From an optimization exercise on the open Yosys and OpenROAD flow, aimed at small area and a short achievable clock period; shortcuts taken in it are not production practice. In this exercise RTL edits were held to simulation tests only and were not proved equivalent to the original. Power is estimated from default activity; no workload was simulated.

==> design.v <==
package tawas_isa_pkg;
  typedef enum logic [3:0] {
    op_nop  = 4'd0,
    op_ldi  = 4'd1,
    op_add  = 4'd2,
    op_sub  = 4'd3,
    op_and  = 4'd4,
    op_or   = 4'd5,
    op_xor  = 4'd6,
    op_shl  = 4'd7,
    op_ld   = 4'd8,
    op_st   = 4'd9,
    op_bz   = 4'd10,
    op_bnz  = 4'd11,
    op_halt = 4'd12
  } tawas_op_e;
  typedef logic [2:0] reg_sel_t;
  typedef logic [15:0] imm_t;
  typedef struct packed {
    tawas_op_e  op;
    reg_sel_t   rd;
    reg_sel_t   ra;
    reg_sel_t   rb;
    logic [2:0] rsvd;
    imm_t       imm;
  } tawas_instr_t;
endpackage
package tawas_pipe_pkg;
  typedef logic [1:0] slice_t;
  typedef enum logic {
    ls_load  = 1'b0,
    ls_store = 1'b1
  } ls_kind_e;
endpackage
module tawas_fetch
(
  input  logic                      clk,
  input  logic                      reset,
  output logic [24-1:0]    iaddr,
  input  logic [31:0]               idata,
  input  logic [4-1:0] au_flags,
  output tawas_pipe_pkg::slice_t                    slice,
  output logic [4-1:0] halted,
  output logic                      rf_imm_vld,
  output tawas_isa_pkg::reg_sel_t                  rf_imm_sel,
  output logic [31:0]               rf_imm,
  output logic                      au_op_vld,
  output tawas_isa_pkg::tawas_op_e                 au_op,
  output tawas_isa_pkg::reg_sel_t                  au_rd,
  output tawas_isa_pkg::reg_sel_t                  au_ra,
  output tawas_isa_pkg::reg_sel_t                  au_rb,
  output logic                      ls_op_vld,
  output tawas_pipe_pkg::ls_kind_e                  ls_kind,
  output tawas_isa_pkg::reg_sel_t                  ls_rd,
  output tawas_isa_pkg::reg_sel_t                  ls_ra,
  output tawas_isa_pkg::reg_sel_t                  ls_rb,
  output logic [31:0]               ls_imm,
  output tawas_pipe_pkg::slice_t                    dec_slice
);
  logic [24-1:0] pc [4];
  logic                   dec_vld;
  tawas_isa_pkg::tawas_instr_t           instr;
  tawas_isa_pkg::imm_t                   imm;
  logic [31:0]            imm_sext;
  logic [24-1:0] dec_pc;
  logic                   dec_zero;
  logic                   br_taken;
  logic                   dec_halt;
  assign iaddr = pc[slice];
  assign instr    = idata;
  assign imm      = instr.imm;
  assign imm_sext = {{16{imm[15]}}, imm};
  assign dec_pc   = pc[dec_slice];
  assign dec_zero = au_flags[dec_slice];
  assign br_taken = dec_vld && (((instr.op == tawas_isa_pkg::op_bz) && dec_zero) ||
                                ((instr.op == tawas_isa_pkg::op_bnz) && !dec_zero));
  assign dec_halt = dec_vld && (instr.op == tawas_isa_pkg::op_halt);
  assign rf_imm_vld = dec_vld && (instr.op == tawas_isa_pkg::op_ldi);
  assign rf_imm_sel = instr.rd;
  assign rf_imm     = imm_sext;
  assign au_op_vld = dec_vld && ((instr.op == tawas_isa_pkg::op_add) || (instr.op == tawas_isa_pkg::op_sub) ||
                                (instr.op == tawas_isa_pkg::op_and) || (instr.op == tawas_isa_pkg::op_or) ||
                                (instr.op == tawas_isa_pkg::op_xor) || (instr.op == tawas_isa_pkg::op_shl));
  assign au_op     = instr.op;
  assign au_rd     = instr.rd;
  assign au_ra     = instr.ra;
  assign au_rb     = instr.rb;
  assign ls_op_vld = dec_vld && ((instr.op == tawas_isa_pkg::op_ld) || (instr.op == tawas_isa_pkg::op_st));
  assign ls_kind   = (instr.op == tawas_isa_pkg::op_st) ? tawas_pipe_pkg::ls_store : tawas_pipe_pkg::ls_load;
  assign ls_rd     = instr.rd;
  assign ls_ra     = instr.ra;
  assign ls_rb     = instr.rb;
  assign ls_imm    = imm_sext;
  always_ff @(posedge clk) begin
    if (reset) begin
      slice     <= '0;
      dec_slice <= '0;
      dec_vld   <= 1'b0;
      halted    <= '0;
      for (int t = 0; t < 4; t++) begin
        pc[t] <= 24'(t * 64);
      end
    end else begin
      slice     <= tawas_pipe_pkg::slice_t'(slice + 1'b1);
      dec_slice <= slice;
      dec_vld   <= !halted[slice];
      if (dec_halt) begin
        halted[dec_slice] <= 1'b1;
      end else if (br_taken) begin
        pc[dec_slice] <= dec_pc + imm_sext[24-1:0];
      end else if (dec_vld) begin
        pc[dec_slice] <= dec_pc + 1'b1;
      end
    end
  end
endmodule
module tawas_regfile
(
  input  logic        clk,
  input  logic        reset,
  input  tawas_pipe_pkg::slice_t      dec_slice,
  input  logic        rf_imm_vld,
  input  tawas_isa_pkg::reg_sel_t    rf_imm_sel,
  input  logic [31:0] rf_imm,
  input  tawas_isa_pkg::reg_sel_t    au_ra_sel,
  output logic [31:0] au_ra_data,
  input  tawas_isa_pkg::reg_sel_t    au_rb_sel,
  output logic [31:0] au_rb_data,
  input  logic        au_rc_vld,
  input  tawas_pipe_pkg::slice_t      au_rc_slice,
  input  tawas_isa_pkg::reg_sel_t    au_rc_sel,
  input  logic [31:0] au_rc,
  input  tawas_isa_pkg::reg_sel_t    ls_ptr_sel,
  output logic [31:0] ls_ptr,
  input  tawas_isa_pkg::reg_sel_t    ls_store_sel,
  output logic [31:0] ls_store,
  input  logic        ls_load_vld,
  input  tawas_pipe_pkg::slice_t      ls_load_slice,
  input  tawas_isa_pkg::reg_sel_t    ls_load_sel,
  input  logic [31:0] ls_load
);
  logic [31:0] regs [4][8];
  assign au_ra_data = regs[dec_slice][au_ra_sel];
  assign au_rb_data = regs[dec_slice][au_rb_sel];
  assign ls_ptr     = regs[dec_slice][ls_ptr_sel];
  assign ls_store   = regs[dec_slice][ls_store_sel];
  always_ff @(posedge clk) begin
    if (reset) begin
      for (int t = 0; t < 4; t++) begin
        for (int r = 0; r < 8; r++) begin
          regs[t][r] <= '0;
        end
      end
    end else begin
      if (rf_imm_vld) begin
        regs[dec_slice][rf_imm_sel] <= rf_imm;
      end
      if (au_rc_vld) begin
        regs[au_rc_slice][au_rc_sel] <= au_rc;
      end
      if (ls_load_vld) begin
        regs[ls_load_slice][ls_load_sel] <= ls_load;
      end
    end
  end
endmodule
module tawas_au
(
  input  logic                      clk,
  input  logic                      reset,
  input  tawas_pipe_pkg::slice_t                    dec_slice,
  input  logic                      au_op_vld,
  input  tawas_isa_pkg::tawas_op_e                 au_op,
  input  tawas_isa_pkg::reg_sel_t                  au_rd,
  input  tawas_isa_pkg::reg_sel_t                  au_ra,
  input  tawas_isa_pkg::reg_sel_t                  au_rb,
  output tawas_isa_pkg::reg_sel_t                  au_ra_sel,
  input  logic [31:0]               au_ra_data,
  output tawas_isa_pkg::reg_sel_t                  au_rb_sel,
  input  logic [31:0]               au_rb_data,
  output logic                      au_rc_vld,
  output tawas_pipe_pkg::slice_t                    au_rc_slice,
  output tawas_isa_pkg::reg_sel_t                  au_rc_sel,
  output logic [31:0]               au_rc,
  output logic [4-1:0] au_flags
);
  logic [31:0] result;
  assign au_ra_sel = au_ra;
  assign au_rb_sel = au_rb;
  always_comb begin
    case (au_op)
      tawas_isa_pkg::op_add:  result = au_ra_data + au_rb_data;
      tawas_isa_pkg::op_sub:  result = au_ra_data - au_rb_data;
      tawas_isa_pkg::op_and:  result = au_ra_data & au_rb_data;
      tawas_isa_pkg::op_or:   result = au_ra_data | au_rb_data;
      tawas_isa_pkg::op_xor:  result = au_ra_data ^ au_rb_data;
      tawas_isa_pkg::op_shl:  result = au_ra_data << au_rb_data[4:0];
      default: result = '0;
    endcase
  end
  always_ff @(posedge clk) begin
    if (reset) begin
      au_rc_vld <= 1'b0;
      au_flags  <= '0;
    end else begin
      au_rc_vld <= au_op_vld;
      if (au_op_vld) begin
        au_flags[dec_slice] <= (result == 32'd0);
      end
    end
  end
  always_ff @(posedge clk) begin
    au_rc_slice <= dec_slice;
    au_rc_sel   <= au_rd;
    au_rc       <= result;
  end
endmodule
module tawas_ls
(
  input  logic        clk,
  input  logic        reset,
  input  tawas_pipe_pkg::slice_t      dec_slice,
  input  logic        ls_op_vld,
  input  tawas_pipe_pkg::ls_kind_e    ls_kind,
  input  tawas_isa_pkg::reg_sel_t    ls_rd,
  input  tawas_isa_pkg::reg_sel_t    ls_ra,
  input  tawas_isa_pkg::reg_sel_t    ls_rb,
  input  logic [31:0] ls_imm,
  output tawas_isa_pkg::reg_sel_t    ls_ptr_sel,
  input  logic [31:0] ls_ptr,
  output tawas_isa_pkg::reg_sel_t    ls_store_sel,
  input  logic [31:0] ls_store,
  output logic [31:0] daddr,
  output logic        dcs,
  output logic        dwr,
  output logic [31:0] dout,
  input  logic [31:0] din,
  output logic        ls_load_vld,
  output tawas_pipe_pkg::slice_t      ls_load_slice,
  output tawas_isa_pkg::reg_sel_t    ls_load_sel,
  output logic [31:0] ls_load
);
  logic     is_store;
  tawas_pipe_pkg::slice_t   req_slice;
  tawas_isa_pkg::reg_sel_t req_sel;
  assign ls_ptr_sel   = ls_ra;
  assign ls_store_sel = ls_rb;
  assign is_store     = (ls_kind == tawas_pipe_pkg::ls_store);
  assign ls_load = din;
  always_ff @(posedge clk) begin
    if (reset) begin
      dcs         <= 1'b0;
      dwr         <= 1'b0;
      ls_load_vld <= 1'b0;
    end else begin
      dcs         <= ls_op_vld;
      dwr         <= ls_op_vld && is_store;
      ls_load_vld <= dcs && !dwr;
    end
  end
  always_ff @(posedge clk) begin
    daddr         <= ls_ptr + ls_imm;
    dout          <= ls_store;
    req_slice     <= dec_slice;
    req_sel       <= ls_rd;
    ls_load_slice <= req_slice;
    ls_load_sel   <= req_sel;
  end
endmodule
module tawas
(
  input  logic                      clk,
  input  logic                      reset,
  output logic [24-1:0]    iaddr,
  input  logic [31:0]               idata,
  output logic [31:0]               daddr,
  output logic                      dcs,
  output logic                      dwr,
  output logic [31:0]               dout,
  input  logic [31:0]               din,
  output logic [4-1:0] halted
);
  logic [4-1:0] au_flags;
  tawas_pipe_pkg::slice_t                    dec_slice;
  logic                      rf_imm_vld;
  tawas_isa_pkg::reg_sel_t                  rf_imm_sel;
  logic [31:0]               rf_imm;
  logic                      au_op_vld;
  tawas_isa_pkg::tawas_op_e                 au_op;
  tawas_isa_pkg::reg_sel_t                  au_rd;
  tawas_isa_pkg::reg_sel_t                  au_ra;
  tawas_isa_pkg::reg_sel_t                  au_rb;
  logic                      ls_op_vld;
  tawas_pipe_pkg::ls_kind_e                  ls_kind;
  tawas_isa_pkg::reg_sel_t                  ls_rd;
  tawas_isa_pkg::reg_sel_t                  ls_ra;
  tawas_isa_pkg::reg_sel_t                  ls_rb;
  logic [31:0]               ls_imm;
  tawas_fetch tawas_fetch (
    .clk        (clk),
    .reset      (reset),
    .iaddr      (iaddr),
    .idata      (idata),
    .au_flags   (au_flags),
    .slice      (),
    .halted     (halted),
    .rf_imm_vld (rf_imm_vld),
    .rf_imm_sel (rf_imm_sel),
    .rf_imm     (rf_imm),
    .au_op_vld  (au_op_vld),
    .au_op      (au_op),
    .au_rd      (au_rd),
    .au_ra      (au_ra),
    .au_rb      (au_rb),
    .ls_op_vld  (ls_op_vld),
    .ls_kind    (ls_kind),
    .ls_rd      (ls_rd),
    .ls_ra      (ls_ra),
    .ls_rb      (ls_rb),
    .ls_imm     (ls_imm),
    .dec_slice  (dec_slice)
  );
  tawas_isa_pkg::reg_sel_t    au_ra_sel;
  logic [31:0] au_ra_data;
  tawas_isa_pkg::reg_sel_t    au_rb_sel;
  logic [31:0] au_rb_data;
  logic        au_rc_vld;
  tawas_pipe_pkg::slice_t      au_rc_slice;
  tawas_isa_pkg::reg_sel_t    au_rc_sel;
  logic [31:0] au_rc;
  tawas_au tawas_au (
    .clk         (clk),
    .reset       (reset),
    .dec_slice   (dec_slice),
    .au_op_vld   (au_op_vld),
    .au_op       (au_op),
    .au_rd       (au_rd),
    .au_ra       (au_ra),
    .au_rb       (au_rb),
    .au_ra_sel   (au_ra_sel),
    .au_ra_data  (au_ra_data),
    .au_rb_sel   (au_rb_sel),
    .au_rb_data  (au_rb_data),
    .au_rc_vld   (au_rc_vld),
    .au_rc_slice (au_rc_slice),
    .au_rc_sel   (au_rc_sel),
    .au_rc       (au_rc),
    .au_flags    (au_flags)
  );
  tawas_isa_pkg::reg_sel_t    ls_ptr_sel;
  logic [31:0] ls_ptr;
  tawas_isa_pkg::reg_sel_t    ls_store_sel;
  logic [31:0] ls_store;
  logic        ls_load_vld;
  tawas_pipe_pkg::slice_t      ls_load_slice;
  tawas_isa_pkg::reg_sel_t    ls_load_sel;
  logic [31:0] ls_load;
  tawas_ls tawas_ls (
    .clk           (clk),
    .reset         (reset),
    .dec_slice     (dec_slice),
    .ls_op_vld     (ls_op_vld),
    .ls_kind       (ls_kind),
    .ls_rd         (ls_rd),
    .ls_ra         (ls_ra),
    .ls_rb         (ls_rb),
    .ls_imm        (ls_imm),
    .ls_ptr_sel    (ls_ptr_sel),
    .ls_ptr        (ls_ptr),
    .ls_store_sel  (ls_store_sel),
    .ls_store      (ls_store),
    .daddr         (daddr),
    .dcs           (dcs),
    .dwr           (dwr),
    .dout          (dout),
    .din           (din),
    .ls_load_vld   (ls_load_vld),
    .ls_load_slice (ls_load_slice),
    .ls_load_sel   (ls_load_sel),
    .ls_load       (ls_load)
  );
  tawas_regfile tawas_regfile (
    .clk           (clk),
    .reset         (reset),
    .dec_slice     (dec_slice),
    .rf_imm_vld    (rf_imm_vld),
    .rf_imm_sel    (rf_imm_sel),
    .rf_imm        (rf_imm),
    .au_ra_sel     (au_ra_sel),
    .au_ra_data    (au_ra_data),
    .au_rb_sel     (au_rb_sel),
    .au_rb_data    (au_rb_data),
    .au_rc_vld     (au_rc_vld),
    .au_rc_slice   (au_rc_slice),
    .au_rc_sel     (au_rc_sel),
    .au_rc         (au_rc),
    .ls_ptr_sel    (ls_ptr_sel),
    .ls_ptr        (ls_ptr),
    .ls_store_sel  (ls_store_sel),
    .ls_store      (ls_store),
    .ls_load_vld   (ls_load_vld),
    .ls_load_slice (ls_load_slice),
    .ls_load_sel   (ls_load_sel),
    .ls_load       (ls_load)
  );
endmodule
==> run.sh <==
#!/bin/bash
# synth_recipe.tcl (not shown) runs the flow's synth.tcl, then flattens the netlist and writes it again
# the make line also repeats each setting of config.mk as NAME=value (left out here)
make -C /OpenROAD-flow-scripts/flow DESIGN_CONFIG=/design/flow/config.mk WORK_HOME=/design/flow/orfs CLKGATE_MAP_FILE= SYNTH_SCRIPT=/design/flow/synth_recipe.tcl finish
==> config.mk <==
export PLATFORM = sky130hd
export DESIGN_NAME = tawas
export DESIGN_NICKNAME = tawas
export VERILOG_FILES = /design/flow/design.v
export SDC_FILE = /design/flow/constraint.sdc
export NUM_CORES = 4
export LEC_CHECK = 0
export CAP_MARGIN = 20
export CORE_MARGIN = 2
export CORE_UTILIZATION = 40
export SLEW_MARGIN = 20
==> constraint.sdc <==
create_clock -name core_clock -period 10.0 [get_ports {clk}]
set_input_delay 2.0000 -clock core_clock [delete_from_list [all_inputs] [get_ports {clk}]]
set_output_delay 2.0000 -clock core_clock [all_outputs]
set_load 0.01 [all_outputs]
==> results.txt <==
state kept, by name (all words and copies together) (netlist names):
| signal | flops |
|---|---|
| tawas_regfile.regs | 1024 |
| tawas_ls.ls_load_vld | 1 |
| tawas_ls.ls_load_slice | 2 |
| tawas_fetch.dec_vld | 1 |
| tawas_ls.req_slice | 2 |
| tawas_ls.dwr | 1 |
| tawas_ls.dout | 32 |
| tawas_au.au_flags | 4 |
| tawas_ls.req_sel | 3 |
| tawas_fetch.pc | 96 |
| tawas_fetch.halted | 4 |
| tawas_au.au_rc | 32 |
| tawas_fetch.slice | 2 |
| tawas_au.au_rc_vld | 1 |
| tawas_ls.daddr | 32 |
| tawas_fetch.dec_slice | 2 |
| tawas_ls.ls_load_sel | 3 |
| tawas_ls.dcs | 1 |
routing by layer:
metal | vias to the layer above | GRT usage, % | wire length [um]
met3 | 1460 | 11.66 | 54800
met4 | 20 | 18.59 | 23560
met5 | - | 0 | 130
met1 | 35490 | 42.24 | 124500
li1 | 29820 | - | -
met2 | 6458 | 52.21 | 160300
layout by cell type, fill, tap and decap left out, types with 18 or more instances in the layout:
cell type and n:
nor2_1 1515, edfxtp_1 1120, a21oi_1 859, nand2_1 792
mux4_2 455, buf_4 421, a22oi_1 383, mux2i_1 381
a221oi_1 273, ha_1 164, clkbuf_16 144, clkdlybuf4s50_1 138
dfxtp_1 119, nand3_1 104, inv_1 100, o21ai_0 83
xnor2_1 77, nor3_1 51, o22ai_1 43, nand2b_1 38
o211ai_1 38, and2_1 33, nor2_4 33, clkbuf_1 32
and3_1 26, nand4_1 25, mux2_2 25, clkinv_1 23
a21o_1 23, nor3_2 23, o21a_1 20, clkinv_2 20
nand3b_1 19, xor2_1 18, a21oi_2 18, o21ai_4 18
Yosys cell counts (all sizes together) (9+ instances only):
cell | number | area, sq um
or3 | 13 | 81.33
o21bai | 9 | 67.56
edfxtp | 1120 | 33630
nor2b | 21 | 131.4
a21o | 23 | 172.7
a21oi | 877 | 4389
and2 | 34 | 212.7
nand3 | 105 | 525.5
o22ai | 43 | 269.0
xor2 | 18 | 157.7
o31ai | 11 | 82.58
xnor2 | 77 | 674.4
a31oi | 16 | 100.1
mux2i | 383 | 3837
nand2b | 39 | 244.0
o21ai | 106 | 530.5
or2 | 15 | 93.84
a32oi | 12 | 105.1
inv | 105 | 394.1
mux2 | 25 | 281.5
mux4 | 463 | 10450
clkbuf | 687 | 2579
buf | 171 | 927.2
nor3 | 85 | 430.4
a22o | 16 | 140.1
o21a | 20 | 150.1
nand3b | 19 | 142.6
o211ai | 38 | 285.3
dfxtp | 123 | 2462
a221oi | 273 | 2391
nor2 | 1552 | 5828
a22oi | 383 | 2875
a211o | 10 | 87.58
nand2 | 806 | 3025
nor3b | 12 | 90.09
a21boi | 19 | 142.6
a211oi | 18 | 145.1
ha | 164 | 2052
and3 | 26 | 162.7
nand4 | 25 | 156.4
stage by stage:
stage	setup slack [ns]	power, uW	std cells	area [sq um]
finish	0.8001	14640	10720	91510
global route	0.5509	15000	10720	91510
CTS	1.116	14520	10720	91500
detailed placement	0.3046	9422	10460	87080
global placement	0.2807	9380	10460	87050
floorplan	1.882	8075	8064	81480
power groups by stage:
stage | clock [uW] | combinational [uW] | sequential, uW
final | 5190 | 3360 | 6100
after global routing | 5380 | 3500 | 6120
after CTS | 5190 | 3240 | 6090
after detailed placement | 0 | 3230 | 6200
after global placement | 0 | 3190 | 6190
after floorplan | 0 | 1890 | 6180
worst max-delay path, delay by kind of cell:
kind            cells  cell delay [ns]
simple gates        9             3.32
compound gates      8             2.33
buf+inv             5             1.42
mux                 1             0.32
fa+ha+maj           1             0.26
xor+xnor            1             0.19
kinds of logic (layout without fill, tap and decap cells):
group | count (synthesis) | after routing
other | 0 | 4
buffers and inverters | 964 | 943
multiplexers | 871 | 871
AND/OR/NAND/NOR | 2794 | 2794
flip-flops | 1243 | 1243
adder cells (fa/ha/maj) | 167 | 167
AO/OA/AOI/OAI | 1930 | 1930
XOR/XNOR | 95 | 95
area by class of cell:
class                   count  share of cell area, %
flip-flops and latches   1243                  39.46
clock buffers             183                  4.174
inverters                 106                 0.4375
diodes                      4                0.01094
well taps                2672                  3.653
multi-input cells        5857                  46.31
clock inverters            70                 0.6576
repair buffers            584                  5.299
worst max-delay path by stage:
stage / from / to
2_1_floorplan: idata[20] / tawas_au.au_flags[1]
3_3_place_gp: idata[19] / tawas_au.au_flags[2]
3_5_place_dp: idata[19] / tawas_au.au_flags[3]
4_1_cts: idata[19] / tawas_au.au_flags[3]
5_1_grt: idata[19] / tawas_au.au_flags[3]
6_report: idata[21] / tawas_au.au_flags[3]
==> flow_summary_export.csv <==
group,metric,value,unit
drt,wirelength,363200,um
placement,finalWeightedCongestion,1.007,
power,p_int,9983,uW
cells_and_area,utilization,45.23,%
logic_synthesis,ys_ff_latch,1243,
setup_path,critPathSlowestCell,"nand2b_1",
global_route,track_usage,34.09,%
setup_path,cpPeakStageDelay,0.72,ns
clock_tree,postCtsHoldBufs,0,
logic_synthesis,synth_area,81480,sq um
timing,rsz0062_at_grt,"false",
global_route,antenna_found_initial,22,
setup_path,startpoint_type,"input pin",
timing,fmax,108.7,MHz
floorplanning,start_util,40.27,%
cells_and_area,drive_gt1_share,16.35,%
power,p_per_area,160.0,nW/um^2
clock_tree,clkTransAtPathRegs,0.07,ns
floorplanning,fp-row-count,165,
logic_synthesis,synth_top_family_by_area,"multiplexers",
hold_path,min-delay-start,"tawas_ls.req_sel[1]",
clock_tree,h-tree-depth,4,
drt,dr_total_vias,73250,
setup_path,crit_type,"in2reg",
floorplanning,core_region_area,202300,sq um
logic_synthesis,ys_seq_area_share,44.30,%
placement,io_buffers,156,
clock_tree,cts_resized,0,
cells_and_area,multi_input_area,42380,sq um
floorplanning,pin_count,160,
clock_tree,cts_tree,"built",
logic_synthesis,syn_nets,8297,
logic_synthesis,yosysWarnings,4,
timing,finalSetupTns,0,ns
logic_synthesis,synth_edf_count,1120,
timing,period_needed,9.200,ns
power,power_switching,4661,uW
clock_tree,clk_latency,0.83,ns
drt,dr.pass1.iters,6,
timing,slew_headroom,18.00,%
logic_synthesis,synthesis.instances,8064,
setup_path,cp_max_fo,23,
clock_tree,cts_sinks,1243,
hold_path,holdPathEnd,"tawas_ls.ls_load_sel[1]",
hold_path,whs_path_depth,0,
floorplanning,die_x,455.3,um
status,outcome,"no timing/DRC/antenna violations",
timing,fin_crit_sh,92.00,%
logic_synthesis,synthArstFlopShare,0,%
floorplanning,die-area,207300,sq um
power,switching_share,31.83,%
setup_path,crit_required,10.75,ns
power,power_leakage,0.03392,uW
setup_path,worstReg2RegEnd,"tawas_au.au_flags[3]",
clock_tree,clockBufferDepth,3,
power,pwr-share-comb,22.9,%
drt,drc,0,
timing,drv_slew,0,
power,power.share.sequential,41.6,%
global_route,grt_overflow,0,
setup_path,cpMostUsedCell,"buf_4",
timing,hold_viol,0,
clock_tree,cts-root-buf,"clkbuf_16",
hold_path,hp-class,"reg2reg",
logic_synthesis,synth-main-ff-cell,"edfxtp_1",
timing,whs,0.4036,ns
cells_and_area,nets,8166,
global_route,grt_pass1_wl,508600,um
timing,finClkSkew,0.02539,ns
drt,ant_nets,0,
clock_tree,postCtsSetupRepairBufs,0,
logic_synthesis,synth-compound-area-share,15.30,%
clock_tree,cts_buffers,141,
setup_path,r2r_setup_slack,1.71,ns
drt,wire_per_inst,33.88,um
drt,drtIter0Drc,12600,
cells_and_area,syn_to_final_growth,12.32,%
logic_synthesis,synth-simple-area-share,14.11,%
setup_path,end_kind,"flop",
logic_synthesis,synth-xor-area-share,1.021,%
logic_synthesis,yosys.cell_types.count,89,
logic_synthesis,muxShareOfSynthArea,17.89,%
global_route,grt_max_degree,88,
job,cap_viol_max_count,0,
cells_and_area,layout.area.seq,36110,sq um
floorplanning,die_h,455.3,um
drt,via_per_inst,6.833,
power,max-vdd-ir-drop,0.0001060,V
setup_path,arrival,9.95,ns
logic_synthesis,syn_avg_cell_area,10.10,sq um
power,pwr-share-clk,35.4,%
placement,dp_hpwl,240200,um
cells_and_area,final.fill_count,18550,
timing,worst_slew_pin_slew,1.227,ns
setup_path,reg2reg_depth,23,
timing,finalSetupViolations,0,
logic_synthesis,synthAdderAreaFrac,2.592,%
global_route,grt_pass1_vias,69740,
setup_path,rr_startpoint,"tawas_fetch.dec_slice[0]",

what the ideal ports hide:
How much do the figures lean on ideal ports? The routed layout below was timed once more, with nothing changed but the port constraints. Step 1 sets driving cells, clkbuf_16 on the clock port and buf_2 on the other inputs (assumed; they add their load-dependent delay and slew). Step 2 adds t to the input delays and takes it off the output delays; t is the mean of the earliest and latest rising clock arrival at the registers after step 1. Input paths then give back, and output paths get back, about the clock's delay inside the block. a / b / c = ideal ports / drivers / drivers and shift; a / b = the first two.
t (ns): 0.914
setup WS [ns]: 0.800 / 0.873 / -0.041
clock arrival spread, ns: 0.028 / 0.028
worst slew at a driven data input, ns: 0.12
Met with ideal ports but missed after step 2: setup timing in this run. For this run, drivers alone change the setup slack by +0.073 ns; drivers and shift together by -0.841 ns.
